This design comes from an exercise in tuning for small area, a short achievable clock period and few clock cycles per item on the open sky130 flow, not from production work.
At most, simulation tests tie the RTL to the original design; equivalence was not proved.
Function not checked in runs 2 to 5: the RTL went through the layout flow alone.
Power is estimated from default activity; no workload was simulated.

### flow/run.sh
#!/bin/bash
# synth_recipe.tcl (not shown) runs the flow's synth.tcl, then flattens the netlist and writes it again
# the make line also repeats each setting of config.mk as NAME=value (left out here)
make -C /OpenROAD-flow-scripts/flow DESIGN_CONFIG=/design/flow/config.mk WORK_HOME=/design/flow/orfs CLKGATE_MAP_FILE= SYNTH_SCRIPT=/design/flow/synth_recipe.tcl finish
### flow/constraint.sdc
create_clock -name core_clock -period 5.5 [get_ports {clk}]
set_input_delay 1.1000 -clock core_clock [delete_from_list [all_inputs] [get_ports {clk}]]
set_output_delay 1.1000 -clock core_clock [all_outputs]
set_load 0.01 [all_outputs]
### flow/config.mk
export PLATFORM = sky130hd
export DESIGN_NAME = t2_header_top
export DESIGN_NICKNAME = t2_header_top
export VERILOG_FILES = /design/flow/design.v
export SDC_FILE = /design/flow/constraint.sdc
export NUM_CORES = 4
export LEC_CHECK = 0
export ABC_AREA = 1
export CAP_MARGIN = 20
export CORE_MARGIN = 2
export CORE_UTILIZATION = 55
export CTS_CLUSTER_DIAMETER = 90
export CTS_CLUSTER_SIZE = 32
export SETUP_SLACK_MARGIN = 3.2
export SLEW_MARGIN = 20
### flow/design.v
`default_nettype none
`default_nettype wire
`default_nettype none
package t2_pkg;
    typedef logic [6-1:0]              zb_t;
    typedef logic [9-1:0]            pass_t;
    typedef logic [32-1:0]           field_t;
    typedef logic [6-1:0]          bit_cnt_t;
    typedef logic [$clog2(8)-1:0]      cb_coord_t;
    typedef logic [16-1:0]         pkt_index_t;
    typedef enum logic [2:0] {
        HDR_IDLE,
        HDR_SOP,
        HDR_INDEX,
        HDR_TAG,
        HDR_PASS,
        HDR_LAST_WAIT
    } hdr_state_t;
endpackage
`default_nettype wire
`timescale 1ns/1ps
`default_nettype none
module t2_header_top (
    input  logic                clk,
    input  logic                rst_n,
    input  logic                zb_valid_i,
    input  t2_pkg::zb_t         zb_data_i,
    output logic                zb_ready_o,
    input  logic                pass_valid_i,
    input  t2_pkg::pass_t       pass_data_i,
    output logic                pass_ready_o,
    output logic                hdr_valid_o,
    output logic                hdr_last_o,
    output t2_pkg::field_t      hdr_data_o,
    output t2_pkg::bit_cnt_t    hdr_bit_cnt_o,
    output logic                hdr_insert_zero_o,
    input  logic                hdr_ready_i
);
    localparam logic [2:0] F_SOP  = 3'd0;
    localparam logic [2:0] F_IDX  = 3'd1;
    localparam logic [2:0] F_CODE = 3'd2;
    localparam logic [2:0] F_ROOT = 3'd4;
    localparam logic [2:0] F_M4   = 3'd5;
    localparam logic [2:0] F_M2   = 3'd6;
    localparam logic [2:0] F_LEAF = 3'd7;
    function automatic logic lt6(input logic [5:0] a, input logic [5:0] b);
        logic r;
        r = 1'b0;
        for (int i = 0; i < 6; i++) r = (!a[i] && b[i]) || (!(a[i] ^ b[i]) && r);
        lt6 = r;
    endfunction
    logic        full_q;     
    logic        acc;
    logic [6:0]  acnt;       
    logic [6:0]  rcnt;       
    logic [6:0]  rcnt_f;     
    logic [5:0]  rf   [8][8];
    logic [5:0]  m4   [4];
    logic [5:0]  root;
    assign zb_ready_o = !full_q;
    assign acc        = zb_valid_i && !full_q;
    assign rcnt_f     = {~rcnt[6], rcnt[5:0]};
    logic [6:0] acnt_p1;
    logic       lim0, lim1;
    assign acnt_p1 = acnt + 7'd1;
    assign lim0    = (acnt == rcnt_f);
    assign lim1    = (acnt_p1 == rcnt_f);
    always_ff @(posedge clk or negedge rst_n) begin
        if (!rst_n) begin
            full_q <= 1'b0;
            acnt  <= '0;
        end else begin
            if (acc) acnt <= acnt_p1;
            full_q <= acc ? lim1 : lim0;
        end
    end
    logic [7:0] row_oh, col_oh;
    logic [3:0] q_sel;
    logic       first_root, first_m4;
    always_ff @(posedge clk or negedge rst_n) begin
        if (!rst_n) begin
            row_oh <= 8'd1;
            col_oh <= 8'd1;
        end else if (acc) begin
            col_oh <= {col_oh[6:0], col_oh[7]};
            if (col_oh[7]) row_oh <= {row_oh[6:0], row_oh[7]};
        end
    end
    for (genvar q = 0; q < 4; q++) begin : g_qsel
        assign q_sel[q] = (q[1] ? |row_oh[7:4] : |row_oh[3:0]) &&
                          (q[0] ? |col_oh[7:4] : |col_oh[3:0]);
    end
    assign first_root = row_oh[0] && col_oh[0];
    assign first_m4   = (row_oh[0] || row_oh[4]) && (col_oh[0] || col_oh[4]);
    always_ff @(posedge clk) begin
        for (int y = 0; y < 8; y++) begin
            for (int x = 0; x < 8; x++) begin
                if (acc && row_oh[y] && col_oh[x]) rf[y][x] <= zb_data_i;
            end
        end
    end
    always_ff @(posedge clk) begin
        if (acc && (first_root || lt6(zb_data_i, root))) root <= zb_data_i;
        for (int q = 0; q < 4; q++) begin
            if (acc && q_sel[q] && (first_m4 || lt6(zb_data_i, m4[q]))) m4[q] <= zb_data_i;
        end
    end
    logic        pb_v;
    logic [4:0]  pb_cls;     
    logic [6:0]  pb_off;     
    logic        pb_take;
    logic        pb_v_n;
    logic        pr_q;       
    logic [8:0]  pd3, pd6, pd37;
    assign pass_ready_o = pr_q;
    assign pb_take      = pass_valid_i && pr_q;
    assign pd3  = pass_data_i - 9'd3;
    assign pd6  = pass_data_i - 9'd6;
    assign pd37 = pass_data_i - 9'd37;
    always_ff @(posedge clk) begin
        if (pb_take) begin
            if (pass_data_i == 9'd1) begin
                pb_cls <= 5'b00001; pb_off <= 7'd0;
            end else if (pass_data_i == 9'd2) begin
                pb_cls <= 5'b00010; pb_off <= 7'd0;
            end else if (pass_data_i <= 9'd5) begin
                pb_cls <= 5'b00100; pb_off <= {5'd0, pd3[1:0]};
            end else if (pass_data_i <= 9'd36) begin
                pb_cls <= 5'b01000; pb_off <= {2'd0, pd6[4:0]};
            end else begin
                pb_cls <= 5'b10000; pb_off <= pd37[6:0];
            end
        end
    end
    logic [15:0] code_d;
    logic [5:0]  code_b;
    assign code_d = ({16{pb_cls[4]}} & 16'hff80) | ({16{pb_cls[3]}} & 16'h01e0) |
                    ({16{pb_cls[2]}} & 16'h000c) | ({16{pb_cls[1]}} & 16'h0002) |
                    {9'd0, pb_off};
    assign code_b = ({6{pb_cls[0]}} & 6'd1) | ({6{pb_cls[1]}} & 6'd2) |
                    ({6{pb_cls[2]}} & 6'd4) | ({6{pb_cls[3]}} & 6'd9) |
                    ({6{pb_cls[4]}} & 6'd16);
    logic [15:0] g_oh;        
    logic        yb;          
    logic        g_last;      
    logic [5:0]  grp_q [4];
    logic [5:0]  leaf_b;
    logic [5:0]  m2_nx, m4_nx, leaf_nx;
    logic [5:0]  blk;
    assign blk = rcnt[5:0];
    assign g_last = g_oh[3] || g_oh[7] || g_oh[11] || g_oh[15];
    always_ff @(posedge clk) begin
        for (int w = 0; w < 4; w++) begin
            logic [5:0] v;
            v = '0;
            for (int g = 0; g < 16; g++) begin
                v = v | ({6{g_oh[g]}} & rf[2 * (g / 4) + w / 2][2 * (g % 4) + w % 2]);
            end
            grp_q[w] <= v;
        end
    end
    logic ab, ac, ad, bc, bd, cd;
    logic sa, sb, sc;
    logic [5:0] min4;
    assign ab = !lt6(grp_q[1], grp_q[0]);
    assign ac = !lt6(grp_q[2], grp_q[0]);
    assign ad = !lt6(grp_q[3], grp_q[0]);
    assign bc = !lt6(grp_q[2], grp_q[1]);
    assign bd = !lt6(grp_q[3], grp_q[1]);
    assign cd = !lt6(grp_q[3], grp_q[2]);
    assign sa = ab && ac && ad;
    assign sb = !ab && bc && bd;
    assign sc = !ac && !bc && cd;
    always_comb begin
        if (sa)      min4 = grp_q[0];
        else if (sb) min4 = grp_q[1];
        else if (sc) min4 = grp_q[2];
        else         min4 = grp_q[3];
    end
    always_ff @(posedge clk) begin
        m2_nx   <= min4;
        m4_nx   <= m4[{blk[5], blk[2]}];
        leaf_nx <= blk[0] ? leaf_b : grp_q[{blk[3], 1'b0}];
    end
    logic [2:0]  ft;          
    logic [15:0] pkt_idx;
    logic        sop_a, sop_b, sop_c;
    logic [15:0] dat_q;
    logic        ld_en, avail, ld;
    logic        begun_q;
    logic [2:0]  ft_nb;       
    always_comb begin
        case (ft)
            F_SOP:   avail = begun_q;    
            F_ROOT:  avail = full_q;     
            F_CODE:  avail = pb_v;
            default: avail = 1'b1;
        endcase
    end
    assign ld_en = !hdr_valid_o || hdr_ready_i;
    assign ld    = ld_en && avail;
    always_comb begin
        pb_v_n = pb_v;
        if (pb_take) pb_v_n = 1'b1;
        else if (ld && ft == F_CODE) pb_v_n = 1'b0;
    end
    logic [5:0] tag;
    always_comb begin
        case (ft[1:0])
            2'd0:    tag = root;
            2'd1:    tag = m4_nx;
            2'd2:    tag = m2_nx;
            default: tag = leaf_nx;
        endcase
    end
    logic [6:0] rcnt_p1;
    logic [5:0] nb;
    logic [2:0] ft_blk;
    assign rcnt_p1 = rcnt + 7'd1;
    assign nb      = rcnt_p1[5:0];
    always_comb begin
        if (nb == 6'd0)                                 ft_blk = F_SOP;
        else if (nb[4:3] == 2'b00 && nb[1:0] == 2'b00) ft_blk = F_M4;
        else if (!nb[3] && !nb[0])                      ft_blk = F_M2;
        else                                            ft_blk = F_LEAF;
    end
    always_ff @(posedge clk or negedge rst_n) begin
        if (!rst_n) begin
            hdr_valid_o <= 1'b0;
            ft          <= F_SOP;
            rcnt        <= '0;
            g_oh        <= 16'd1;
            yb          <= 1'b0;
            pkt_idx     <= '0;
            pb_v        <= 1'b0;
            pr_q        <= 1'b0;
            begun_q     <= 1'b0;
            ft_nb       <= F_SOP;
        end else begin
            begun_q <= (acnt != rcnt) || acc;
            if (ld_en) hdr_valid_o <= avail;
            pb_v <= pb_v_n;
            pr_q <= !pb_v_n;
            if (ld) begin
                case (ft)
                    F_SOP:  ft <= F_IDX;
                    F_IDX: begin
                        ft      <= F_ROOT;
                        pkt_idx <= pkt_idx + 16'd1;
                    end
                    F_ROOT: ft <= F_M4;
                    F_M4:   ft <= F_M2;
                    F_M2:   ft <= F_LEAF;
                    F_LEAF: begin
                        ft    <= F_CODE;
                        rcnt  <= rcnt_p1;
                        ft_nb <= ft_blk;
                        if (!blk[0]) begin
                            if (g_last && !yb) g_oh <= {g_oh[2:0], g_oh[15:3]};
                            else               g_oh <= {g_oh[14:0], g_oh[15]};
                            if (g_last) yb <= !yb;
                        end
                    end
                    default: ft <= ft_nb;
                endcase
            end
        end
    end
    always_ff @(posedge clk) begin
        if (ld && ft == F_LEAF && !blk[0]) leaf_b <= grp_q[{blk[3], 1'b1}];
        if (ld)    sop_a <= (ft == F_SOP);
        if (ld_en) sop_b <= avail && (ft == F_SOP);
        sop_c <= ld ? (ft == F_SOP) : (sop_c && hdr_valid_o);
        if (ld) begin
            case (ft)
                F_SOP: begin
                    dat_q             <= 16'h0004;
                    hdr_bit_cnt_o     <= 6'd32;
                    hdr_insert_zero_o <= 1'b0;
                    hdr_last_o        <= 1'b0;
                end
                F_IDX: begin
                    dat_q             <= pkt_idx;
                    hdr_bit_cnt_o     <= 6'd16;
                    hdr_insert_zero_o <= 1'b0;
                    hdr_last_o        <= 1'b0;
                end
                F_CODE: begin
                    dat_q             <= code_d;
                    hdr_bit_cnt_o     <= code_b;
                    hdr_insert_zero_o <= 1'b0;
                    hdr_last_o        <= (ft_nb == F_SOP);
                end
                default: begin
                    dat_q             <= {10'd0, tag};
                    hdr_bit_cnt_o     <= tag + 6'd1;
                    hdr_insert_zero_o <= 1'b1;
                    hdr_last_o        <= 1'b0;
                end
            endcase
        end
    end
    assign hdr_data_o = {{4{sop_a}}, {4{sop_b}}, sop_c, 2'b00, sop_c, 3'b000, sop_c, dat_q};
endmodule
`default_nettype wire
==> results of run 1 <==
-- logic make-up after synthesis --
logic type | after synthesis | share of synthesized area (%)
adders and majority gates | 65 | 3.44
xor gates and xnor gates | 46 | 1.71
DFF | 575 | 69.7
AOI/OAI and AO/OA | 263 | 7.15
and+or+nand+nor | 756 | 13.7
buffers and inverters | 251 | 4.32
other | 1 | 0.0159
-- per-layer routing --
| metal | share of wire [%] | routed length [um] |
|---|---|---|
| met1 | 42 | 25000 |
| met2 | 48 | 28700 |
| met3 | 7.0 | 4220 |
| met4 | 3.2 | 1930 |
| met5 | 0 | 0 |
-- sequential cells by signal (all words and copies together) (netlist names), 7 cells and up, named ones only --
register and cells:
rcnt 7, rf 384, m4 24, dat_q 16, pkt_idx 16, col_oh 8, row_oh 8, grp_q 24
pb_off 7, acnt 7, g_oh 16
-- cell type report --
type	instances	area, um^2
Clock inverter	7	93.8
Timing Repair Buffer	122	993
Sequential cell	575	16500
Tap cell	539	674
Fill cell	3326	15800
Multi-Input combinational cell	1136	6760
Timing Repair inverter	1	8.76
Inverter	168	677
Clock buffer	35	652
-- where the power goes --
part           switching (mW)  internal (mW)  total (mW)
logic                    1.86          0.864        2.72
registers               0.417           5.23        5.65
clock network            1.34          0.873        2.21
total                    3.61           6.97        10.6
-- layout by cell type (no fill, tap or decap), types with 8 or more instances in the layout --
cell / n
nand2_1: 478
edfxtp_1: 458
inv_1: 139
o21ai_0: 71
nand3_1: 68
dfrtp_1: 66
ha_1: 59
nand4_1: 58
nor2_2: 56
buf_4: 55
a21oi_1: 53
a221oi_1: 51
dfxtp_1: 40
xor2_1: 36
buf_2: 33
nor2_1: 27
clkbuf_16: 24
nor2_4: 23
o211ai_1: 17
nand2_2: 16
buf_6: 13
inv_2: 11
nor3_1: 11
a22o_1: 11
clkbuf_1: 10
clkinv_1: 9
xnor2_1: 9
o22ai_1: 9
a21oi_2: 8
clkdlybuf4s50_1: 8
-- worst reg2reg max path, cell delays in order (launching register included) --
cell	delay, ns
dfrtp_2	0.56
buf_4	0.27
nand2_1	0.12
nand4_1	0.09
a21oi_1	0.13
nand4_1	0.12
a21oi_1	0.18
nand4_1	0.12
a21oi_1	0.22
nand4_1	0.23
-- metrics by stage --
stage | hold slack (ns) | instance area (um^2) | power, mW | setup WS (ns)
CTS | 0.471 | 26000 | 10.5 | 3.11
global route | 0.466 | 26300 | 11.1 | 3.10
detailed placement | 0.458 | 25100 | 8.34 | 1.63
global placement | 0.454 | 25100 | 8.32 | 1.72
finish | 0.446 | 26300 | 10.6 | 3.14
floorplan | 0.431 | 24000 | 7.26 | 3.03
-- final timing paths --
check	start	to	slack, ns
worst max-delay path	sop_a	hdr_data_o[29]	3.14
max in group asynchronous	rst_n	g_oh[0]	4.37
worst min register to register	rf[51][3]	grp_q[1][3]	0.47
worst min-delay path	rst_n	pkt_idx[2]	0.45
min in group core_clock	rf[51][3]	grp_q[1][3]	0.47
worst max register to register	g_oh[2]	grp_q[2][2]	3.28
-- timing repair --
action / CTS / global route
pin swaps: 7 / 22
endpoints found under the setup margin: 509 / 75
hold buffers: 0 / 0
resized for setup: 215 / 53
cloned: 3 / 0
buffers inserted: 20 / 16
hold endpoints to repair: 0 / 0
==> results.yml, run 1 <==
run_status:
  status: "timing/DRC/antenna clean"
global_routing:
  grt_max_degree: 75
  overflow: 0
  met3_usage_pct: 4.24
  antenna_found_initial: 1
  grt.busiest_layer: "met2"
  grtUsageMet2_pct: 45.1
  grtUsageMet1_pct: 36.9
  grt_usage_pct: 27.1
  grt_pass1_wl_um: 88800
  grt_pass1_vias: 14580
die:
  num_rows: 75
  die_x_um: 211
  io_pins: 63
  die_y_um: 211
  start_util_pct: 56.1
  core_mm2: 0.0421
  die-area_mm2: 0.0446
drt:
  vias: 15027
  remaining_drc_errors: 0
  ant_nets: 0
  routedWlPerCell_um: 23.2
  drt-initial-drc-count: 1478
  drt_pass1_iterations: 8
  via_per_inst: 5.82
  routed_wl_um: 59800
critical_path:
  crit_family: "flip-flops"
  cp_data_arrival_time_ns: 1.26
  slowest_delay_ns: 0.42
  start_kind: "register"
  crit_top_cell: "buf_6"
  timing.critical_path.required_ns: 4.40
  ff2ff_path_depth: 9
  worstPathCellList: "buf_6 > buf_6"
  worstSetupPathType: "reg -> out"
  path_buf_inv: 2
  critical_path_depth: 2
  cp-end-kind: "output port"
  crit_path_max_fanout: 3
  critPathSlowestCell: "edfxtp_1"
power:
  p_leak_nw: 10.1
  ir_worst_vdd_mv: 0.250
  power_density_mw_per_mm2: 402
layout:
  layout.nets: 2112
  n_antenna_cell: 0
  final_cells: 2583
  final_util_pct: 62.5
  areaGrowthSynthToFinish_pct: 11.5
  drive_gt1_share_pct: 15.4
sta:
  max_freq_mhz: 423
  skew_ns: 0.0422
  hold_viol: 0
  setup_viol: 0
  min_period_ns: 2.36
  rsz0062_at_grt: "true"
  report.final.slew_viol_count: 0
  setup_tns_ns: 0
  worst_pin_slew_ns: 1.11
  fin_crit_sh_pct: 43.0
  slew-limit-headroom_pct: 25.7
cts:
  cts_root_buffer: "clkbuf_16"
  cts_tree: "yes"
  cts_sinks: 575
  clockBufferDepth: 3
  numCtsBuffers: 23
  cts_max_level: 1
  clk_pin_slew_ns: 0.12
  insertion_delay_ns: 0.61
synth:
  synth_area_mm2: 0.0236
  synth_flop_cell: "edfxtp_1"
  netlist_instances: 1957
  synth_area_leaders: "edfxtp_1, nand2_1, dfrtp_1"
  avgSynthCellArea_um2: 12.1
  synth_common_cells: "nand2_1, edfxtp_1, inv_1"
  synth_edf_count: 458
  yosys.area.top_type: "edfxtp_1"
  ys.warnings.count: 4
  synth-async-reset-ratio_pct: 12.9
  yosys_register_bits: 575
  synth_top_area_share_pct: 58.2
  ys_types: 46
  yosys.cell_count.top_type: "nand2_1"
  yosysSeqAreaShare_pct: 69.7
place:
  place_congestion: 0.934
  placed_cells: 2501
  hpwl_um: 39700
  portBuffers: 57
run:
  cap_violations: 0
min_path:
  hp-class: "in -> async"
Testbench counts, summed over its fixed seeds: cycles 10,168, packets 64.
==> run 2: changes to the inputs <==
--- a/flow/design.v
+++ b/flow/design.v
@@ -100,8 +100,15 @@
         end
     end
+    logic [5:0] m4_cur;     
+    always_comb begin
+        m4_cur = '0;
+        for (int q = 0; q < 4; q++) m4_cur = m4_cur | ({6{q_sel[q]}} & m4[q]);
+    end
+    logic m4_lt;
+    assign m4_lt = lt6(zb_data_i, m4_cur);
     always_ff @(posedge clk) begin
         if (acc && (first_root || lt6(zb_data_i, root))) root <= zb_data_i;
         for (int q = 0; q < 4; q++) begin
-            if (acc && q_sel[q] && (first_m4 || lt6(zb_data_i, m4[q]))) m4[q] <= zb_data_i;
+            if (acc && q_sel[q] && (first_m4 || m4_lt)) m4[q] <= zb_data_i;
         end
     end
--- a/flow/config.mk
+++ b/flow/config.mk
@@ -6,10 +6,9 @@
 export NUM_CORES = 4
 export LEC_CHECK = 0
-export ABC_AREA = 1
 export CAP_MARGIN = 20
 export CORE_MARGIN = 2
 export CORE_UTILIZATION = 55
-export CTS_CLUSTER_DIAMETER = 90
-export CTS_CLUSTER_SIZE = 32
+export CTS_CLUSTER_DIAMETER = 80
+export CTS_CLUSTER_SIZE = 25
 export SETUP_SLACK_MARGIN = 3.2
 export SLEW_MARGIN = 20
==> run 2 against run 1 <==
  * Still clean
  * Die area is 2.1% lower
  * Sequential cell count stayed put
  * Register-to-register slack worse by 0.57 ns
  * Sequential power is 6.7% lower
  * Synthesized cell count is 21% lower
  * Power is 16% lower
  * Via count is 5.7% lower
  * Combinational power is 57% lower
  * Non-clock buffer count is 28 higher
  * Final area is 0.63% lower
  * Synthesized area is 2.1% lower
  * Critical path type is now reg -> reg
==> results.yml, run 2 <==
run_status:
  status: "timing/DRC/antenna clean"
place:
  hpwl_um: 39400
  portBuffers: 57
  placed_cells: 2053
  placed_cell_area_mm2: 0.0244
  place_congestion: 0.860
global_routing:
  grt_usage_pct: 29.1
  met3_usage_pct: 5.18
  grtUsageMet1_pct: 41.2
  antenna_found_initial: 0
  grtUsageMet2_pct: 46.4
  grt_pass1_wl_um: 92900
  grt_max_degree: 69
  grt_pass1_vias: 13855
  overflow: 0
  grt.busiest_layer: "met2"
synth:
  synth_edf_count: 458
  synth_top_area_share_pct: 59.5
  yosys.area.top_type: "edfxtp_1"
  synth_flop_cell: "edfxtp_1"
  synth_area_mm2: 0.0231
  synth-async-reset-ratio_pct: 12.9
  ys.warnings.count: 4
  synth_area_leaders: "edfxtp_1, dfrtp_1, a221oi_1"
  yosys_register_bits: 575
  avgSynthCellArea_um2: 15.0
  synth_common_cells: "edfxtp_1, a221oi_1, a22o_1"
  ys_types: 58
  netlist_instances: 1538
  yosys.cell_count.top_type: "edfxtp_1"
  yosysSeqAreaShare_pct: 71.2
power:
  ir_worst_vdd_mv: 0.237
  seqPwrFrac_pct: 59.1
  power.net_switching_mw: 2.34
  clockPowerShare_pct: 27.7
  power_density_mw_per_mm2: 340
  p_int_mw: 6.57
  p_leak_nw: 9.53
  swShare_pct: 26.2
  p_comb_share_pct: 13.2
critical_path:
  timing.critical_path.required_ns: 5.81
  slowest_delay_ns: 0.46
  path_buf_inv: 2
  cp_data_arrival_time_ns: 3.10
  crit_path_max_fanout: 6
  worstPathCellList: "buf_6 > nor4_4 > nor2_4 > a22oi_1 > nand2_1 > ha_1 > nor2b_1 > o21ai_1 > a21oi_2 > o21ai_4 > nor3_4 > buf_6"
  start_kind: "register"
  cp-end-kind: "register"
  worstSetupPathType: "reg -> reg"
  crit_family: "simple AND/OR/NAND/NOR gates"
  critPathSlowestCell: "nor4_4"
  crit_top_cell: "buf_6"
sta:
  hold_viol: 0
  slew-limit-headroom_pct: 37.6
  setup_viol: 0
  skew_ns: 0.0407
  report.final.slew_viol_count: 0
  rsz0062_at_grt: "true"
  setup_tns_ns: 0
  worst_pin_slew_ns: 0.935
  min_period_ns: 2.79
  fin_crit_sh_pct: 50.7
  max_freq_mhz: 359
drt:
  via_per_inst: 6.52
  routed_wl_um: 63700
  ant_nets: 0
  drt-initial-drc-count: 1570
  remaining_drc_errors: 0
  drt_pass1_iterations: 5
  vias: 14166
  routedWlPerCell_um: 29.3
layout:
  regMostFlops: "rf"
  final_common_cell: "edfxtp_1"
  n_antenna_cell: 0
  largest_reg_flops: 384
  layout_common_cells: "edfxtp_1, a22o_1, a221oi_1, nand2_1, buf_4"
  areaGrowthSynthToFinish_pct: 13.2
  final_cells: 2173
  finish.instance_area_mm2: 0.0262
  layout.nets: 1681
  drive_gt1_share_pct: 23.0
  top_regs: "rf (384), grp_q (24), m4 (24)"
cts:
  insertion_delay_ns: 0.62
  cts_tree: "yes"
  numCtsBuffers: 29
  clk_pin_slew_ns: 0.10
  cts_root_buffer: "clkbuf_16"
  clockBufferDepth: 3
  cts_max_level: 1
  cts_sinks: 575
min_path:
  hp-class: "in -> async"
die:
  die_x_um: 209
  die_y_um: 209
  core_mm2: 0.0418
  die-area_mm2: 0.0437
  io_pins: 63
  num_rows: 75
  start_util_pct: 55.4
run:
  cap_violations: 0
-- run 2: cell count changes after synthesis, moves of 22 or more --
cell	delta
a221oi_1	+52
a22o_1	+91
and3_1	+70
inv_1	-120
mux2i_1	+30
nand2_1	-404
nand3_1	-51
nand4_1	-25
nor2_1	-46
o21ai_0	-46
xnor2_1	+29
xor2_1	-22
-- run 2: what timing repair did --
item                       4_1_cts  5_1_grt
setup buffers                   47       15
hold buffers                     0        0
pin swaps                       27       22
gates cloned                     2        2
gates resized for setup        240       59
hold endpoints to repair         0        0
setup endpoints to repair      555       74
-- run 2: path summary, 6_finish.rpt --
kind / to / depth (start not counted) / slack, ns / from
max: m4[0][4] / 12 / 2.71 / row_oh[1]
min: acnt[6] / 1 / 0.41 / rst_n
max reg2reg: m4[0][4] / 12 / 2.71 / row_oh[1]
min reg2reg: leaf_nx[3] / 2 / 0.46 / leaf_b[3]
max in group asynchronous: ft[0] / 2 / 4.07 / rst_n
min in group core_clock: leaf_nx[3] / 2 / 0.46 / leaf_b[3]
-- run 2: metal layers --
metal | vias to the layer above | part of all wire (%)
met3 | 114 | 8.5
met2 | 672 | 48
met1 | 7206 | 40
li1 | 6174 | -
met5 | - | 0
met4 | 0 | 3.7
-- run 2: layout make-up --
| class | count | area (um^2) |
|---|---|---|
| clock inverters | 9 | 92.6 |
| flip-flops and latches | 575 | 16600 |
| fillers | 3097 | 15600 |
| inverters | 36 | 155 |
| clock buffers | 45 | 821 |
| well taps | 539 | 674 |
| multi-input cells | 819 | 6670 |
| repair buffers | 150 | 1190 |
-- run 2: worst register-to-register path: stages (launching register included) --
cell	delay [ns]
dfrtp_1	0.39
buf_6	0.14
nor4_4	0.47
nor2_4	0.09
a22oi_1	0.20
nand2_1	0.07
ha_1	0.26
nor2b_1	0.11
o21ai_1	0.08
a21oi_2	0.20
o21ai_4	0.13
nor3_4	0.19
buf_6	0.15
-- run 2: power by group through the flow --
| stage | combinational, mW | clock, mW | sequential [mW] |
|---|---|---|---|
| 5_1_grt | 1.30 | 2.64 | 5.31 |
| 6_report | 1.17 | 2.47 | 5.27 |
| 3_3_place_gp | 1.21 | 0 | 5.37 |
| 3_5_place_dp | 1.22 | 0 | 5.37 |
| 4_1_cts | 1.15 | 2.50 | 5.27 |
| 2_1_floorplan | 0.860 | 0 | 5.23 |
-- run 2: logic make-up after synthesis --
group	after synthesis	share of synthesized area, %
XOR/XNOR	53	2.01
adder cells (fa/ha/maj)	50	2.71
buffers and inverters	151	2.76
AO/OA/AOI/OAI	348	11.6
flip-flops	575	71.2
other	1	0.0162
AND/OR/NAND/NOR	315	7.12
multiplexers	45	2.61
-- run 2: metrics by stage --
stage | util (%) | hold slack (ns) | power [mW] | setup WS (ns)
after CTS | 61.8 | 0.407 | 8.92 | 2.73
after detailed placement | 58.5 | 0.441 | 6.60 | 2.02
after global routing | 62.7 | 0.429 | 9.24 | 2.57
after floorplan | - | 0.422 | 6.09 | 2.82
after global placement | 58.5 | 0.441 | 6.58 | 2.00
final | 62.7 | 0.413 | 8.91 | 2.71
==> run 3: changes to the inputs <==
--- a/flow/config.mk
+++ b/flow/config.mk
@@ -11,4 +11,4 @@
 export CTS_CLUSTER_DIAMETER = 80
 export CTS_CLUSTER_SIZE = 25
-export SETUP_SLACK_MARGIN = 3.2
+export SETUP_SLACK_MARGIN = 3.0
 export SLEW_MARGIN = 20
==> run 3 against run 2 <==
  * Final cell count fell by 1.5%
  * Combinational power decreased by 3%
  * Largest cell class unchanged
  * Sequential cell count is the same
  * Register-to-register slack improved by 0.06 ns
==> results.yml, run 3 <==
critical_path:
  timing.critical_path.required_ns: 5.78
  worstSetupPathType: "reg -> reg"
  crit_family: "simple AND/OR/NAND/NOR gates"
  worstPathCellList: "nor4_4 > buf_4 > nor2_4 > a22oi_2 > nand2_1 > ha_1 > nor2b_1 > o21ai_1 > a21oi_2 > o21ai_4 > nor3_4"
  path_buf_inv: 1
  start_kind: "register"
  cp-end-kind: "register"
  critPathSlowestCell: "dfrtp_4"
  slowest_delay_ns: 0.53
  crit_path_max_fanout: 6
  cp_data_arrival_time_ns: 3.00
drt:
  drt_pass1_iterations: 6
  remaining_drc_errors: 0
  ant_nets: 0
  routed_wl_um: 61800
  routedWlPerCell_um: 28.9
  vias: 14099
  drt-initial-drc-count: 1785
  via_per_inst: 6.59
sta:
  fin_crit_sh_pct: 49.5
  min_period_ns: 2.72
  setup_tns_ns: 0
  worst_pin_slew_ns: 0.948
  report.final.slew_viol_count: 0
  hold_viol: 0
  slew-limit-headroom_pct: 36.8
  skew_ns: 0.0339
  setup_viol: 0
  max_freq_mhz: 367
  hold_ws_ns: 0.379
  rsz0062_at_grt: "true"
synth:
  synth_area_leaders: "edfxtp_1, dfrtp_1, a221oi_1"
  synth_common_cells: "edfxtp_1, a221oi_1, a22o_1"
  synth_top_area_share_pct: 59.5
  synth_area_mm2: 0.0231
  synth_flop_cell: "edfxtp_1"
  yosysSeqAreaShare_pct: 71.2
  synth_edf_count: 458
  avgSynthCellArea_um2: 15.0
  ys.warnings.count: 4
  netlist_instances: 1538
  synth-async-reset-ratio_pct: 12.9
  ys_types: 58
  yosys_register_bits: 575
  yosys.cell_count.top_type: "edfxtp_1"
  yosys.area.top_type: "edfxtp_1"
layout:
  largest_reg_flops: 384
  layout_common_cells: "edfxtp_1, a22o_1, a221oi_1, nand2_1, and3_1"
  layout.nets: 1650
  regMostFlops: "rf"
  areaGrowthSynthToFinish_pct: 10.9
  top_regs: "rf (384), grp_q (24), m4 (24)"
  final_cells: 2141
  final_common_cell: "edfxtp_1"
  drive_gt1_share_pct: 13.5
  n_antenna_cell: 0
  final_util_pct: 61.4
die:
  die_x_um: 209
  start_util_pct: 55.4
  io_pins: 63
  core_mm2: 0.0418
  die-area_mm2: 0.0437
  die_y_um: 209
  num_rows: 75
cts:
  cts_max_level: 1
  hold_buffers: 0
  cts_root_buffer: "clkbuf_16"
  numCtsBuffers: 28
  cts_sinks: 575
  clockBufferDepth: 3
  clk_pin_slew_ns: 0.10
  cts_tree: "yes"
  insertion_delay_ns: 0.62
place:
  placed_cells: 2051
  hpwl_um: 39600
  place_congestion: 0.886
  portBuffers: 57
global_routing:
  antenna_found_initial: 0
  grt_max_degree: 75
  overflow: 0
  grt_usage_pct: 28.4
  grt_pass1_vias: 13623
  grt_pass1_wl_um: 90600
min_path:
  hp-class: "in -> async"
power:
  p_leak_nw: 9.43
  ir_worst_vdd_mv: 0.296
  power_density_mw_per_mm2: 344
run:
  cap_violations: 0
run_status:
  status: "timing/DRC/antenna clean"
==> run 3: cell families after synthesis <==
group / Yosys count / share of synthesized area, %
adders and majority gates: 50 / 2.71
and+or+nand+nor: 315 / 7.12
other: 1 / 0.0162
xor gates and xnor gates: 53 / 2.01
buffers and inverters: 151 / 2.76
muxes: 45 / 2.61
AOI/OAI and AO/OA: 348 / 11.6
DFF: 575 / 71.2
==> run 3: final cells by class <==
| cell class | instances | area (um^2) |
|---|---|---|
| Clock inverter | 9 | 96.3 |
| Tap cell | 539 | 674 |
| Clock buffer | 43 | 792 |
| Sequential cell | 575 | 16500 |
| Multi-Input combinational cell | 817 | 6380 |
| Timing Repair Buffer | 122 | 1050 |
| Inverter | 36 | 135 |
| Fill cell | 3139 | 16100 |
==> run 3: through the flow <==
stage          setup WS (ns)  cell area (um^2)  total power [mW]
2_1_floorplan           2.79             23300              6.08
3_3_place_gp            2.17             24200              6.55
3_5_place_dp            2.17             24200              6.56
4_1_cts                 2.77             25500              8.87
5_1_grt                 2.62             25700              9.13
6_report                2.78             25700              8.81
==> run 3: what timing repair did <==
item,in CTS,in global routing
cloned,1,0
setup buffers,31,5
endpoints found under the hold margin,0,0
resized for setup,96,22
pin swaps,20,10
endpoints found under the setup margin,440,248
==> run 3: worst paths after layout <==
kind                       startpoint          to  slack [ns]  cells after the start
setup / recovery            row_oh[3]    m4[2][2]        2.78                     11
hold / removal                  rst_n     acnt[0]        0.38                      1
setup reg to reg            row_oh[3]    m4[2][2]        2.78                     11
hold reg to reg             leaf_b[2]  leaf_nx[2]        0.46                      2
max in group asynchronous       rst_n   col_oh[0]        4.50                      2
min in group core_clock     leaf_b[2]  leaf_nx[2]        0.46                      2
==> run 3: power breakdown <==
group          leakage [nW]  switching, mW  internal, mW
registers              5.34          0.281          4.98
clock network         0.429           1.36          1.07
logic                  3.66          0.609         0.522
total                  9.43           2.25          6.57
==> run 3: layer usage <==
layer / vias to the layer above / track usage [%] / routed length, um
met1: 7187 / 39.0 / 24800
met2: 707 / 46.7 / 29900
li1: 6096 / - / -
met3: 109 / 4.61 / 5060
met4: 0 / 9.01 / 2100
met5: - / 0 / 0
==> run 4: changes to the inputs <==
--- a/flow/design.v
+++ b/flow/design.v
@@ -45,7 +45,14 @@
     localparam logic [2:0] F_LEAF = 3'd7;
     function automatic logic lt6(input logic [5:0] a, input logic [5:0] b);
-        logic r;
-        r = 1'b0;
-        for (int i = 0; i < 6; i++) r = (!a[i] && b[i]) || (!(a[i] ^ b[i]) && r);
+        logic [5:0] g, e;
+        logic       r, eq;
+        g  = ~a & b;
+        e  = ~(a ^ b);
+        r  = 1'b0;
+        eq = 1'b1;
+        for (int i = 5; i >= 0; i--) begin
+            r  = r | (eq & g[i]);
+            eq = eq & e[i];
+        end
         lt6 = r;
     endfunction
@@ -100,15 +107,8 @@
         end
     end
-    logic [5:0] m4_cur;     
-    always_comb begin
-        m4_cur = '0;
-        for (int q = 0; q < 4; q++) m4_cur = m4_cur | ({6{q_sel[q]}} & m4[q]);
-    end
-    logic m4_lt;
-    assign m4_lt = lt6(zb_data_i, m4_cur);
     always_ff @(posedge clk) begin
         if (acc && (first_root || lt6(zb_data_i, root))) root <= zb_data_i;
         for (int q = 0; q < 4; q++) begin
-            if (acc && q_sel[q] && (first_m4 || m4_lt)) m4[q] <= zb_data_i;
+            if (acc && q_sel[q] && (first_m4 || lt6(zb_data_i, m4[q]))) m4[q] <= zb_data_i;
         end
     end
--- a/flow/config.mk
+++ b/flow/config.mk
@@ -11,4 +11,4 @@
 export CTS_CLUSTER_DIAMETER = 80
 export CTS_CLUSTER_SIZE = 25
-export SETUP_SLACK_MARGIN = 3.0
+export SETUP_SLACK_MARGIN = 3.2
 export SLEW_MARGIN = 20
==> run 4 against run 3 <==
  * Critical endpoint is now hdr_data_o[26]
  * Worst setup slack improved by 0.34 ns
  * Highest routed layer unchanged
  * Count of clock-buffer cells in the layout increased by 2
  * Critical path type is now reg -> out
  * Routed wire length decreased by 1.4%
  * Sequential cell count unchanged
==> results.yml, run 4 <==
sta:
  report.final.slew_viol_count: 0
  skew_ns: 0.0377
  slew-limit-headroom_pct: 36.0
  max_freq_mhz: 420
  min_period_ns: 2.38
  setup_tns_ns: 0
  fin_crit_sh_pct: 43.3
  setup_viol: 0
  rsz0062_at_grt: "true"
  worst_pin_slew_ns: 0.960
  hold_viol: 0
layout:
  areaGrowthSynthToFinish_pct: 10.4
  layout.nets: 1676
  layout_common_cells: "edfxtp_1, a22o_1, a221oi_1, nand2_1, dfrtp_1"
  fillers: 3222
  top_regs: "rf (384), grp_q (24), m4 (24)"
  regMostFlops: "rf"
  drive_gt1_share_pct: 16.9
  multi_input_area_mm2: 0.00656
  finish.instance_area_mm2: 0.0258
  final_common_cell: "edfxtp_1"
  largest_reg_flops: 384
  seq_area_mm2: 0.0165
  n_antenna_cell: 0
die:
  start_util_pct: 55.7
  io_pins: 63
  die-area_mm2: 0.0441
  core_mm2: 0.0419
  die_y_um: 210
  die_x_um: 210
  num_rows: 75
cts:
  numCtsBuffers: 31
  cts_max_level: 1
  clk_pin_slew_ns: 0.09
  insertion_delay_ns: 0.63
  cts_tree: "yes"
  cts_root_buffer: "clkbuf_16"
  cts_sinks: 575
  clockBufferDepth: 3
critical_path:
  cp-end-kind: "output port"
  timing.critical_path.required_ns: 4.40
  start_kind: "register"
  worstSetupStartpoint: "sop_b"
  cp_data_arrival_time_ns: 1.28
  ff2ff_path_depth: 9
  crit_end: "hdr_data_o[26]"
  worstSetupPathType: "reg -> out"
  r2r_start: "grp_q[1][2]"
  crit_path_max_fanout: 3
  ff2ff_setup_slack_ns: 3.29
  timing.rr.end: "m2_nx[4]"
power:
  swShare_pct: 32.7
  clockPowerShare_pct: 24.7
  seqPwrFrac_pct: 50.7
  p_int_mw: 7.27
  ir_worst_vdd_mv: 0.255
  power_density_mw_per_mm2: 419
  p_leak_nw: 9.65
  power.net_switching_mw: 3.53
  p_comb_share_pct: 24.5
synth:
  synth_common_cells: "edfxtp_1, a22o_1, a221oi_1"
  synth-async-reset-ratio_pct: 12.9
  ys.warnings.count: 4
  yosys.cell_count.top_type: "edfxtp_1"
  ys_types: 58
  synth_area_mm2: 0.0233
  yosysSeqAreaShare_pct: 70.5
  synth_edf_count: 458
  avgSynthCellArea_um2: 15.0
  netlist_instances: 1555
  synth_top_area_share_pct: 58.9
  synth_flop_cell: "edfxtp_1"
  yosys.area.top_type: "edfxtp_1"
  yosys_register_bits: 575
  synth_area_leaders: "edfxtp_1, dfrtp_1, a22o_1"
drt:
  via_per_inst: 6.47
  drt-initial-drc-count: 1678
  drt_pass1_iterations: 6
  ant_nets: 0
  vias: 13934
  routed_wl_um: 60900
  routedWlPerCell_um: 28.3
  remaining_drc_errors: 0
global_routing:
  grt_pass1_vias: 14077
  antenna_found_initial: 2
  grt_max_degree: 70
  grt_usage_pct: 27.9
  overflow: 0
  grt_pass1_wl_um: 91300
place:
  place_congestion: 0.881
  portBuffers: 57
  placed_cell_area_mm2: 0.0245
  hpwl_um: 38900
run:
  cap_violations: 0
run_status:
  status: "timing/DRC/antenna clean"
min_path:
  hp-class: "in -> async"
## run 4: per-stage QoR
| step | setup slack (ns) | instances | hold slack (ns) | total power, mW | utilization, % |
|---|---|---|---|---|---|
| 3_3_place_gp | 2.30 | 2071 | 0.435 | 8.16 | 58.5 |
| 5_1_grt | 3.07 | 2155 | 0.428 | 11.2 | 61.4 |
| 4_1_cts | 3.08 | 2149 | 0.397 | 10.8 | 61.0 |
| 3_5_place_dp | 2.23 | 2071 | 0.445 | 8.19 | 58.5 |
| 6_report | 3.12 | 2155 | 0.419 | 10.8 | 61.4 |
| 2_1_floorplan | 2.95 | 1559 | 0.422 | 7.13 | - |
## run 4: how the worst min path moves through the flow
stage / to / slack (ns)
after global routing: pkt_idx[4] / 0.43
after global placement: leaf_nx[4] / 0.44
after CTS: hdr_valid_o / 0.40
after detailed placement: leaf_nx[3] / 0.44
final: acnt[2] / 0.42
after floorplan: leaf_nx[0] / 0.42
## run 4: power by group through the flow
stage,sequential (mW),clock [mW],combinational (mW)
floorplan,5.31,0,1.82
global placement,5.58,0,2.59
detailed placement,5.58,0,2.61
CTS,5.48,2.72,2.59
global route,5.52,2.85,2.85
finish,5.48,2.67,2.65
## run 4: area by class of cell
cell class,count,area share [%]
Clock buffer,45,3.34
Timing Repair Buffer,109,3.18
Inverter,42,0.689
Timing Repair inverter,1,0.0291
Sequential cell,575,64.0
Clock inverter,13,0.714
Multi-Input combinational cell,831,25.5
Tap cell,539,2.62
## run 4: repair_timing
| action | 4_1_cts | 5_1_grt |
|---|---|---|
| hold buffers | 0 | 0 |
| buffers inserted | 19 | 6 |
| pin swaps | 5 | 8 |
| gates resized for setup | 179 | 51 |
| endpoints found under the setup margin | 469 | 160 |
| cloned | 1 | 0 |
## run 4: layer usage
| layer | up-vias | part of all wire [%] | global-route usage, % |
|---|---|---|---|
| met1 | 7063 | 42 | 40.0 |
| met4 | 0 | 2.8 | 7.41 |
| met2 | 630 | 48 | 45.4 |
| met5 | - | 0 | 0 |
| met3 | 101 | 7.2 | 3.96 |
| li1 | 6140 | - | - |
## run 4: worst max-delay path, stage by stage (launching register included)
cell and delay (ns):
edfxtp_1 0.42, buf_6 0.14, buf_6 0.11
## run 4: kinds of logic (layout without fill, tap and decap cells)
family          Yosys count  in the layout  synth area share [%]
fa+ha+maj                65             65                  3.48
other cells               1              5                0.0161
buf+inv                 153            210                  2.77
flops                   575            575                  70.5
simple gates            317            317                  7.21
xor+xnor                 52             52                  1.95
compound gates          349            349                  11.5
mux                      43             43                  2.50
==> run 5: changes to the inputs <==
--- a/flow/config.mk
+++ b/flow/config.mk
@@ -6,4 +6,5 @@
 export NUM_CORES = 4
 export LEC_CHECK = 0
+export ABC_AREA = 1
 export CAP_MARGIN = 20
 export CORE_MARGIN = 2
==> run 5 against run 4 <==
  * Worst hold slack got worse by 0.028 ns
  * Sequential power rose by 4.4%
  * Worst setup slack improved by 0.093 ns
  * Fmax rose by 4.1%
  * Register-to-register slack improved by 0.03 ns
  * Largest power group unchanged
  * Critical endpoint is now hdr_data_o[31]
  * Critical path type unchanged
  * Final area rose by 4.9%
  * Sequential share of layout area fell by 3.0 points
  * Synthesized cell count rose by 32%
  * Sequential cell count did not move
==> results.yml, run 5 <==
synth:
  yosysSeqAreaShare_pct: 68.8
  yosys.area.top_type: "edfxtp_1"
  synth-async-reset-ratio_pct: 12.9
  ys.warnings.count: 4
  synth_area_leaders: "edfxtp_1, nand2_1, dfrtp_1"
  synth_common_cells: "nand2_1, edfxtp_1, inv_1"
  ys_types: 49
  netlist_instances: 2046
  avgSynthCellArea_um2: 11.7
  synth_flop_cell: "edfxtp_1"
  synth_edf_count: 458
  yosys.cell_count.top_type: "nand2_1"
  synth_top_area_share_pct: 57.4
  synth_area_mm2: 0.0240
  yosys_register_bits: 575
global_routing:
  overflow: 0
  grt_usage_pct: 27.7
  grt_max_degree: 75
  antenna_found_initial: 0
  grt_pass1_wl_um: 92900
  grt_pass1_vias: 15234
critical_path:
  cp_data_arrival_time_ns: 1.19
  crit_family: "flip-flops"
  cp-end-kind: "output port"
  worstSetupPathType: "reg -> out"
  path_buf_inv: 1
  slowest_delay_ns: 0.42
  start_kind: "register"
  crit_path_max_fanout: 4
  critPathSlowestCell: "edfxtp_1"
  timing.critical_path.required_ns: 4.40
  worstPathCellList: "buf_2"
layout:
  final_common_cell: "nand2_1"
  drive_gt1_share_pct: 13.6
  final_util_pct: 62.8
  finish.instance_area_mm2: 0.0270
  layout_common_cells: "nand2_1, edfxtp_1, inv_1, nand3_1, nor2_1"
  areaGrowthSynthToFinish_pct: 12.8
  multi_input_area_mm2: 0.00732
  layout.nets: 2192
  n_antenna_cell: 0
  largest_reg_flops: 384
  seq_area_mm2: 0.0165
  fillers: 3389
  top_regs: "rf (384), grp_q (24), m4 (24)"
  regMostFlops: "rf"
sta:
  rsz0062_at_grt: "true"
  worst_pin_slew_ns: 1.06
  setup_tns_ns: 0
  slew-limit-headroom_pct: 29.0
  setup_viol: 0
  max_freq_mhz: 437
  hold_viol: 0
  skew_ns: 0.0293
  hold_ws_ns: 0.391
  fin_crit_sh_pct: 41.6
  report.final.slew_viol_count: 0
  min_period_ns: 2.29
die:
  die-area_mm2: 0.0452
  io_pins: 63
  num_rows: 76
  die_y_um: 213
  die_x_um: 213
  core_mm2: 0.0431
  start_util_pct: 55.6
place:
  place_congestion: 0.894
  hpwl_um: 40500
  placed_cell_area_mm2: 0.0256
  portBuffers: 57
drt:
  via_per_inst: 5.83
  vias: 15846
  ant_nets: 0
  drt_pass1_iterations: 7
  drt-initial-drc-count: 1497
  routed_wl_um: 62000
  routedWlPerCell_um: 22.8
  remaining_drc_errors: 0
min_path:
  hp-class: "in -> async"
run_status:
  status: "timing/DRC/antenna clean"
cts:
  insertion_delay_ns: 0.62
  numCtsBuffers: 30
  clk_pin_slew_ns: 0.09
  cts_sinks: 575
  cts_root_buffer: "clkbuf_16"
  cts_max_level: 1
  cts_tree: "yes"
  clockBufferDepth: 3
run:
  cap_violations: 0
power:
  p_leak_nw: 10.4
  power_density_mw_per_mm2: 436
  ir_worst_vdd_mv: 0.312
## run 5: cell types whose count changed after synthesis, sizes merged, moves of 27 or more
cell,delta
nand2,+455
o21ai,+50
a221oi,-29
mux2i,-29
inv,+115
nor2,+102
xnor2,-27
a22o,-87
nand3,+89
and3,-67
## run 5: what timing repair did
| action | in CTS | in global routing |
|---|---|---|
| pin swaps | 7 | 4 |
| buffers inserted | 12 | 10 |
| endpoints found under the setup margin | 522 | 276 |
| gates cloned | 3 | 1 |
| resized for setup | 184 | 45 |
| hold buffers | 0 | 0 |
## run 5: through the flow
stage | power [mW] | worst slack [ns] | cells
finish | 11.8 | 3.21 | 2716
detailed placement | 9.28 | 2.20 | 2633
CTS | 11.8 | 3.11 | 2704
global placement | 9.24 | 2.21 | 2633
floorplan | 7.92 | 3.18 | 2050
global route | 12.4 | 3.16 | 2716
## run 5: cell type report
cell class	instances	area share, %
sequential	575	61.0
multi-input combinational	1233	27.1
timing repair buffer	108	3.23
clock buffer	45	3.22
tap	585	2.71
inverter	159	2.33
clock inverter	11	0.505
## run 5: logic make-up (layout without fill, tap and decap cells)
kind of cell    after synthesis  count (layout)  synth area share [%]
buf+inv                     244             323                  4.25
xor+xnor                     35              35                  1.28
fa+ha+maj                    65              65                  3.39
simple gates                890             892                  15.7
compound gates              236             236                  6.58
flops                       575             575                  68.8
other cells                   1               5                0.0157
## run 5: routing by layer
| layer | wire length, um | GRT usage, % |
|---|---|---|
| met5 | 0 | 0 |
| met4 | 1950 | 7.93 |
| met3 | 3950 | 3.10 |
| met2 | 29100 | 45.2 |
| met1 | 27000 | 39.8 |
## run 5: path summary, 6_finish.rpt
check	cells after the start	from	to	slack [ns]
max	1	sop_a	hdr_data_o[31]	3.21
min	1	rst_n	ft_nb[1]	0.39
max reg2reg	11	grp_q[3][5]	m2_nx[1]	3.32
min reg2reg	1	pkt_idx[2]	pkt_idx[2]	0.50
max in group asynchronous	2	rst_n	row_oh[0]	4.47
min in group core_clock	1	pkt_idx[2]	pkt_idx[2]	0.50
## run 5: report_power, final
| part | total [mW] | switching, mW | leakage [nW] | internal, mW |
|---|---|---|---|---|
| clock | 2.59 | 1.41 | 0.486 | 1.18 |
| sequential | 5.72 | 0.430 | 5.38 | 5.29 |
| combinational | 3.47 | 2.48 | 4.54 | 0.994 |
==> run 6: changes to the inputs <==
--- a/flow/design.v
+++ b/flow/design.v
@@ -45,17 +45,11 @@
     localparam logic [2:0] F_LEAF = 3'd7;
     function automatic logic lt6(input logic [5:0] a, input logic [5:0] b);
-        logic [5:0] g, e;
-        logic       r, eq;
-        g  = ~a & b;
-        e  = ~(a ^ b);
-        r  = 1'b0;
-        eq = 1'b1;
-        for (int i = 5; i >= 0; i--) begin
-            r  = r | (eq & g[i]);
-            eq = eq & e[i];
-        end
+        logic r;
+        r = 1'b0;
+        for (int i = 0; i < 6; i++) r = (!a[i] && b[i]) || (!(a[i] ^ b[i]) && r);
         lt6 = r;
     endfunction
     logic        full_q;     
+    logic        zr_q;       
     logic        acc;
     logic [6:0]  acnt;       
@@ -65,6 +59,6 @@
     logic [5:0]  m4   [4];
     logic [5:0]  root;
-    assign zb_ready_o = !full_q;
-    assign acc        = zb_valid_i && !full_q;
+    assign zb_ready_o = zr_q;
+    assign acc        = zb_valid_i && zr_q;
     assign rcnt_f     = {~rcnt[6], rcnt[5:0]};
     logic [6:0] acnt_p1;
@@ -76,8 +70,10 @@
         if (!rst_n) begin
             full_q <= 1'b0;
+            zr_q   <= 1'b0;
             acnt  <= '0;
         end else begin
             if (acc) acnt <= acnt_p1;
             full_q <= acc ? lim1 : lim0;
+            zr_q   <= acc ? !lim1 : !lim0;
         end
     end
@@ -192,5 +188,5 @@
     logic [2:0]  ft;          
     logic [15:0] pkt_idx;
-    logic        sop_a, sop_b, sop_c;
+    logic        sop_a, sop_b, sop_c, sop_d;
     logic [15:0] dat_q;
     logic        ld_en, avail, ld;
@@ -279,4 +275,5 @@
         if (ld_en) sop_b <= avail && (ft == F_SOP);
         sop_c <= ld ? (ft == F_SOP) : (sop_c && hdr_valid_o);
+        sop_d <= ld ? (ft == F_SOP) : (sop_d && !(hdr_valid_o && hdr_ready_i));
         if (ld) begin
             case (ft)
@@ -308,5 +305,5 @@
         end
     end
-    assign hdr_data_o = {{4{sop_a}}, {4{sop_b}}, sop_c, 2'b00, sop_c, 3'b000, sop_c, dat_q};
+    assign hdr_data_o = {{3{sop_a}}, {3{sop_b}}, {3{sop_c}}, 2'b00, sop_d, 3'b000, sop_d, dat_q};
 endmodule
 `default_nettype wire
==> run 6 against run 5 <==
  * Synthesized cell count decreased by 6.9%
  * Still clean
  * Critical endpoint is now rf[19][3]
  * Routed wire length decreased by 4.5%
  * Critical path type is now in -> reg
  * Combinational power increased by 3%
==> results.yml, run 6 <==
run_status:
  status: "timing/DRC/antenna clean"
critical_path:
  cp_data_arrival_time_ns: 2.58
  timing.critical_path.required_ns: 5.77
  cp-end-kind: "register"
  slowest_delay_ns: 0.45
  worstPathCellList: "clkdlybuf4s50_1 > nand2_1 > buf_6 > clkinvlp_2 > nand2_2 > nor2_2"
  critPathSlowestCell: "clkdlybuf4s50_1"
  path_buf_inv: 3
  start_kind: "primary input"
  crit_family: "buffers and inverters"
  crit_path_max_fanout: 14
  worstSetupPathType: "in -> reg"
synth:
  avgSynthCellArea_um2: 12.4
  synth_area_leaders: "edfxtp_1, dfrtp_1, nand2_1"
  netlist_instances: 1904
  yosys.area.top_type: "edfxtp_1"
  synth_edf_count: 458
  synth_common_cells: "edfxtp_1, nand2_1, inv_1"
  synth-async-reset-ratio_pct: 13.0
  ys.warnings.count: 4
  yosysSeqAreaShare_pct: 69.9
  synth_flop_cell: "edfxtp_1"
  yosys_register_bits: 577
  synth_top_area_share_pct: 58.2
  synth_area_mm2: 0.0236
  yosys.cell_count.top_type: "edfxtp_1"
  ys_types: 52
sta:
  slew-limit-headroom_pct: 41.4
  worst_pin_slew_ns: 0.880
  min_period_ns: 2.31
  setup_ws_ns: 3.19
  hold_viol: 0
  report.final.slew_viol_count: 0
  rsz0062_at_grt: "true"
  setup_tns_ns: 0
  skew_ns: 0.0276
  fin_crit_sh_pct: 42.0
  max_freq_mhz: 433
  setup_viol: 0
drt:
  drt_pass1_iterations: 5
  drt-initial-drc-count: 1279
  vias: 14877
  remaining_drc_errors: 0
  routedWlPerCell_um: 23.3
  ant_nets: 0
  routed_wl_um: 59200
  via_per_inst: 5.85
layout:
  seq_area_mm2: 0.0165
  largest_reg_flops: 384
  multi_input_area_mm2: 0.00674
  regMostFlops: "rf"
  areaGrowthSynthToFinish_pct: 12.7
  drive_gt1_share_pct: 15.5
  fillers: 3302
  layout_common_cells: "edfxtp_1, nand2_1, inv_1, o21ai_0, dfrtp_1"
  top_regs: "rf (384), grp_q (24), m4 (24)"
  n_antenna_cell: 0
  layout.nets: 2065
  final_common_cell: "edfxtp_1"
cts:
  hold_buffers: 0
  clk_pin_slew_ns: 0.10
  clockBufferDepth: 3
  numCtsBuffers: 30
  cts_max_level: 1
  cts_sinks: 577
  cts_root_buffer: "clkbuf_16"
  cts_tree: "yes"
  insertion_delay_ns: 0.61
global_routing:
  grt_pass1_vias: 14749
  grtUsageMet2_pct: 46.4
  grtUsageMet1_pct: 36.4
  grt_pass1_wl_um: 89200
  grt_usage_pct: 27.0
  grt_max_degree: 53
  met3_usage_pct: 3.69
  antenna_found_initial: 0
  grt.busiest_layer: "met2"
  overflow: 0
min_path:
  hp-class: "in -> async"
power:
  p_leak_nw: 10.0
  power_density_mw_per_mm2: 443
  ir_worst_vdd_mv: 0.322
place:
  portBuffers: 57
  place_congestion: 0.879
  pre_cts_slack_ns: 1.95
  hpwl_um: 38500
die:
  num_rows: 75
  io_pins: 63
  die_y_um: 211
  die_x_um: 211
  die-area_mm2: 0.0446
  core_mm2: 0.0422
  start_util_pct: 56.0
run:
  cap_violations: 0
## run 6: changes by cell type after synthesis, moves of 13 or more
cell,before,now
o211ai_1,4,19
nand2_1,539,403
o21ai_1,14,1
nor2_1,143,107
a22o_1,15,45
nand3_1,112,60
a21oi_1,30,57
## run 6: kinds of logic after synthesis
group,Yosys count,share of synthesized area (%)
compound gates,310,8.94
other cells,1,0.0159
fa+ha+maj,65,3.44
xor+xnor,40,1.48
buf+inv,257,4.36
flops,577,69.9
simple gates,654,11.9
## run 6: where the power goes
group          internal, mW  total (mW)  leakage (nW)  switching [mW]
registers              5.30        5.71          5.42           0.405
logic                  1.13        3.57          4.15            2.44
clock network          1.10        2.53         0.460            1.43
total                  7.53        11.8          10.0            4.27
## run 6: what timing repair did
action / in CTS / in global routing
buffers inserted: 19 / 11
cloned: 4 / 1
endpoints found under the setup margin: 516 / 361
gates resized for setup: 290 / 57
pin swaps: 11 / 15
## run 6: metrics by stage
step	power (mW)	cells	instance area, um^2	util (%)	hold slack (ns)
floorplan	7.84	1908	23800	-	0.431
global placement	9.16	2452	24900	58.9	0.459
detailed placement	9.19	2452	24900	58.9	0.466
CTS	11.8	2531	26400	62.4	0.412
global route	12.4	2543	26600	63.1	0.421
finish	11.8	2543	26600	63.1	0.428
## run 6: layout make-up
type                    instances  area share [%]
inverters                     173            2.68
multi-input cells            1076            25.3
flip-flops and latches        577            62.0
clock inverters                 9           0.437
repair buffers                121            3.83
clock buffers                  47            3.14
well taps                     539            2.53
repair inverters                1          0.0188
## run 6: worst paths after layout
| check | from | end | slack, ns | depth (start not counted) |
|---|---|---|---|---|
| worst max-delay path | zb_valid_i | rf[19][3] | 3.19 | 6 |
| worst min-delay path | rst_n | col_oh[5] | 0.43 | 1 |
| worst max register to register | row_oh[2] | m4[0][1] | 3.30 | 5 |
| worst min register to register | pkt_idx[9] | pkt_idx[9] | 0.48 | 1 |
| max in group asynchronous | rst_n | g_oh[15] | 4.05 | 2 |
| min in group core_clock | pkt_idx[9] | pkt_idx[9] | 0.48 | 1 |
## run 6: routing by layer
| metal | up-vias | wire, um |
|---|---|---|
| met5 | - | 0 |
| met4 | 0 | 1500 |
| met3 | 78 | 3850 |
| met2 | 535 | 29300 |
| met1 | 7322 | 24500 |
| li1 | 6942 | - |
Testbench counts of run 6, summed over its fixed seeds: cycles 10,176, packets 64.
==> run 7: changes to the inputs <==
--- a/flow/config.mk
+++ b/flow/config.mk
@@ -6,5 +6,4 @@
 export NUM_CORES = 4
 export LEC_CHECK = 0
-export ABC_AREA = 1
 export CAP_MARGIN = 20
 export CORE_MARGIN = 2
==> run 7 against run 6 <==
  * Still clean on timing, DRC and antenna
  * Non-clock buffer count is 7 lower
  * Global-route usage up 0.79 points
  * Register-to-register slack got worse by 0.12 ns
  * Sequential cell count unchanged
  * Synthesized cell count shrank 17%
  * Sequential power fell by 9.8%
  * Routed wire length grew 3.2%
  * Clock power hardly changed
  * Worst hold slack better by 0.016 ns
  * Final cell count decreased by 14%
  * First-iteration DRC count is 27% higher
  * Critical path type is now reg -> reg
  * Largest power group unchanged
==> results.yml, run 7 <==
synth:
  ys.warnings.count: 4
  avgSynthCellArea_um2: 14.9
  netlist_instances: 1575
  synth_top_area_share_pct: 58.6
  synth_edf_count: 458
  synth_common_cells: "edfxtp_1, nand2_1, a221oi_1"
  yosys.area.top_type: "edfxtp_1"
  synth_flop_cell: "edfxtp_1"
  yosys_register_bits: 577
  yosysSeqAreaShare_pct: 70.3
  synth_area_leaders: "edfxtp_1, dfrtp_1, a221oi_1"
  yosys.cell_count.top_type: "edfxtp_1"
  synth_area_mm2: 0.0235
  ys_types: 65
  synth-async-reset-ratio_pct: 13.0
drt:
  drt-initial-drc-count: 1625
  routed_wl_um: 61100
  vias: 14299
  drt_pass1_iterations: 8
  remaining_drc_errors: 0
  routedWlPerCell_um: 28.1
  via_per_inst: 6.57
  ant_nets: 0
cts:
  cts_sinks: 577
  clk_pin_slew_ns: 0.10
  cts_tree: "yes"
  cts_root_buffer: "clkbuf_16"
  cts_max_level: 1
  numCtsBuffers: 29
  insertion_delay_ns: 0.63
  clockBufferDepth: 3
die:
  core_mm2: 0.0420
  io_pins: 63
  die_y_um: 211
  die-area_mm2: 0.0444
  num_rows: 75
  start_util_pct: 55.9
  die_x_um: 211
place:
  hpwl_um: 38800
  portBuffers: 57
  place_congestion: 0.848
critical_path:
  start_kind: "register"
  worstPathCellList: "inv_2 > ha_4 > a21o_1 > a211oi_4 > or4b_4 > nor2b_4 > a221oi_4"
  timing.critical_path.required_ns: 6.00
  critPathSlowestCell: "or4b_4"
  worstSetupPathType: "reg -> reg"
  ff2ff_setup_slack_ns: 3.18
  crit_family: "compound AO/OA/AOI/OAI gates"
  slowest_delay_ns: 0.52
  cp-end-kind: "register"
  path_buf_inv: 1
  crit_path_max_fanout: 6
  cp_data_arrival_time_ns: 2.82
power:
  p_comb_share_pct: 12.7
  power_density_mw_per_mm2: 338
  p_leak_nw: 9.36
  power.net_switching_mw: 2.28
  seqPwrFrac_pct: 58.8
  swShare_pct: 26.0
  clockPowerShare_pct: 28.6
  p_int_mw: 6.48
  total_power_mw: 8.77
  ir_worst_vdd_mv: 0.329
run_status:
  status: "timing/DRC/antenna clean"
layout:
  layout.nets: 1700
  top_regs: "rf (384), grp_q (24), m4 (24)"
  final_util_pct: 61.7
  drive_gt1_share_pct: 18.0
  areaGrowthSynthToFinish_pct: 10.5
  final_common_cell: "edfxtp_1"
  largest_reg_flops: 384
  regMostFlops: "rf"
  layout_common_cells: "edfxtp_1, nand2_1, a22o_1, a221oi_1, dfrtp_1"
  n_antenna_cell: 0
global_routing:
  overflow: 0
  antenna_found_initial: 2
  grt_usage_pct: 27.7
  grt_pass1_wl_um: 90800
  grt_pass1_vias: 13897
  grt_max_degree: 76
sta:
  setup_tns_ns: 0
  max_freq_mhz: 431
  worst_pin_slew_ns: 0.869
  slew-limit-headroom_pct: 42.1
  report.final.slew_viol_count: 0
  min_period_ns: 2.32
  skew_ns: 0.0364
  rsz0062_at_grt: "true"
  fin_crit_sh_pct: 42.2
  hold_viol: 0
  setup_viol: 0
min_path:
  hp-class: "in -> async"
run:
  cap_violations: 0
## run 7: cell types whose count changed in the layout (fill, tap and decap cells not counted), moves of 39 or more
cell / before / now
a22o_1: 45 / 100
and3_2: 0 / 46
inv_1: 146 / 14
nand2_1: 392 / 103
nor2_4: 51 / 1
o21ai_0: 77 / 17
o21ai_1: 4 / 43
## run 7: path summary, 6_finish.rpt
kind / start / end / depth (start not counted)
worst max-delay path: grp_q[1][4] / m2_nx[1] / 7
worst min-delay path: rst_n / rcnt[6] / 1
worst max register to register: grp_q[1][4] / m2_nx[1] / 7
worst min register to register: pb_v / pr_q / 1
max in group asynchronous: rst_n / col_oh[0] / 2
min in group core_clock: pb_v / pr_q / 1
## run 7: timing repair
action / in CTS / in global routing
resized for setup: 229 / 27
endpoints found under the setup margin: 493 / 47
hold buffers: 0 / 0
cloned: 2 / 0
pin swaps: 10 / 11
setup buffers: 19 / 7
## run 7: per-layer routing
metal | wire [um] | GRT usage (%)
met5 | 11 | 0
met4 | 1600 | 6.78
met3 | 5260 | 5.37
met2 | 28300 | 43.9
met1 | 26000 | 40.2
## run 7: cells by family after synthesis
kind of cell    after synthesis  share of synthesized area (%)
buf+inv                     144                           2.60
other cells                   1                         0.0160
compound gates              356                           11.6
simple gates                336                           7.56
flops                       577                           70.3
xor+xnor                     52                           1.94
mux                          44                           2.53
fa+ha+maj                    65                           3.46
## run 7: metrics by stage
| step | instances | hold WS, ns | instance area, um^2 | setup slack [ns] |
|---|---|---|---|---|
| finish | 2177 | 0.445 | 25900 | 3.18 |
| global route | 2177 | 0.460 | 25900 | 3.13 |
| CTS | 2169 | 0.478 | 25800 | 3.18 |
| detailed placement | 2094 | 0.461 | 24600 | 2.05 |
| global placement | 2093 | 0.463 | 24600 | 1.92 |
| floorplan | 1579 | 0.428 | 23700 | 3.00 |
## run 7: layout make-up
type                    count  area (um^2)
flip-flops and latches    577        16600
fillers                  3180        16100
multi-input cells         860         6780
clock buffers              47          825
repair buffers            114          808
well taps                 539          674
inverters                  33          168
clock inverters             7          109
## run 7: power by group through the flow
stage / Sequential (mW) / Combinational [mW] / Clock, mW
floorplan: 5.20 / 0.752 / 0
global placement: 5.26 / 1.17 / 0
detailed placement: 5.26 / 1.18 / 0
CTS: 5.15 / 1.10 / 2.55
global route: 5.18 / 1.22 / 2.68
finish: 5.15 / 1.11 / 2.50

-- what the ideal ports hide --
How much do the figures lean on ideal ports? The routed layouts below were timed once more, with nothing changed but the port constraints. Step 1 sets driving cells, clkbuf_16 on the clock port and buf_2 on the other inputs (assumed; they add their load-dependent delay and slew). Step 2 adds t to the input delays and takes it off the output delays; t is the mean of the earliest and latest rising clock arrival at the registers after step 1. Input paths then give back, and output paths get back, about the clock's delay inside the block. Three values: ideal, step 1, step 2; two values: the first two.
run | shift t [ns] | slack for setup (ns) | worst hold slack (ns) | worst data-port slew with drivers (ns)
run 1 | 0.651 | 3.137 / 3.079 / 2.599 | 0.446 / 0.413 / 0.473 | 0.05
run 2 | 0.659 | 2.711 / 2.711 / 2.331 | 0.413 / 0.380 / 0.458 | 0.04
run 3 | 0.654 | 2.776 / 2.776 / 2.384 | 0.379 / 0.353 / 0.458 | 0.04
run 4 | 0.675 | 3.120 / 3.061 / 2.573 | 0.419 / 0.386 / 0.458 | 0.04
run 5 | 0.665 | 3.214 / 3.153 / 2.617 | 0.391 / 0.356 / 0.502 | 0.05
run 6 | 0.656 | 3.192 / 3.197 / 2.557 | 0.428 / 0.396 / 0.477 | 0.08
run 7 | 0.667 | 3.181 / 3.180 / 2.595 | 0.445 / 0.412 / 0.477 | 0.06
After both steps setup and hold are still met in every run listed. For run 6, which loses most, drivers alone change the setup slack by +0.005 ns; drivers and shift together by -0.635 ns.
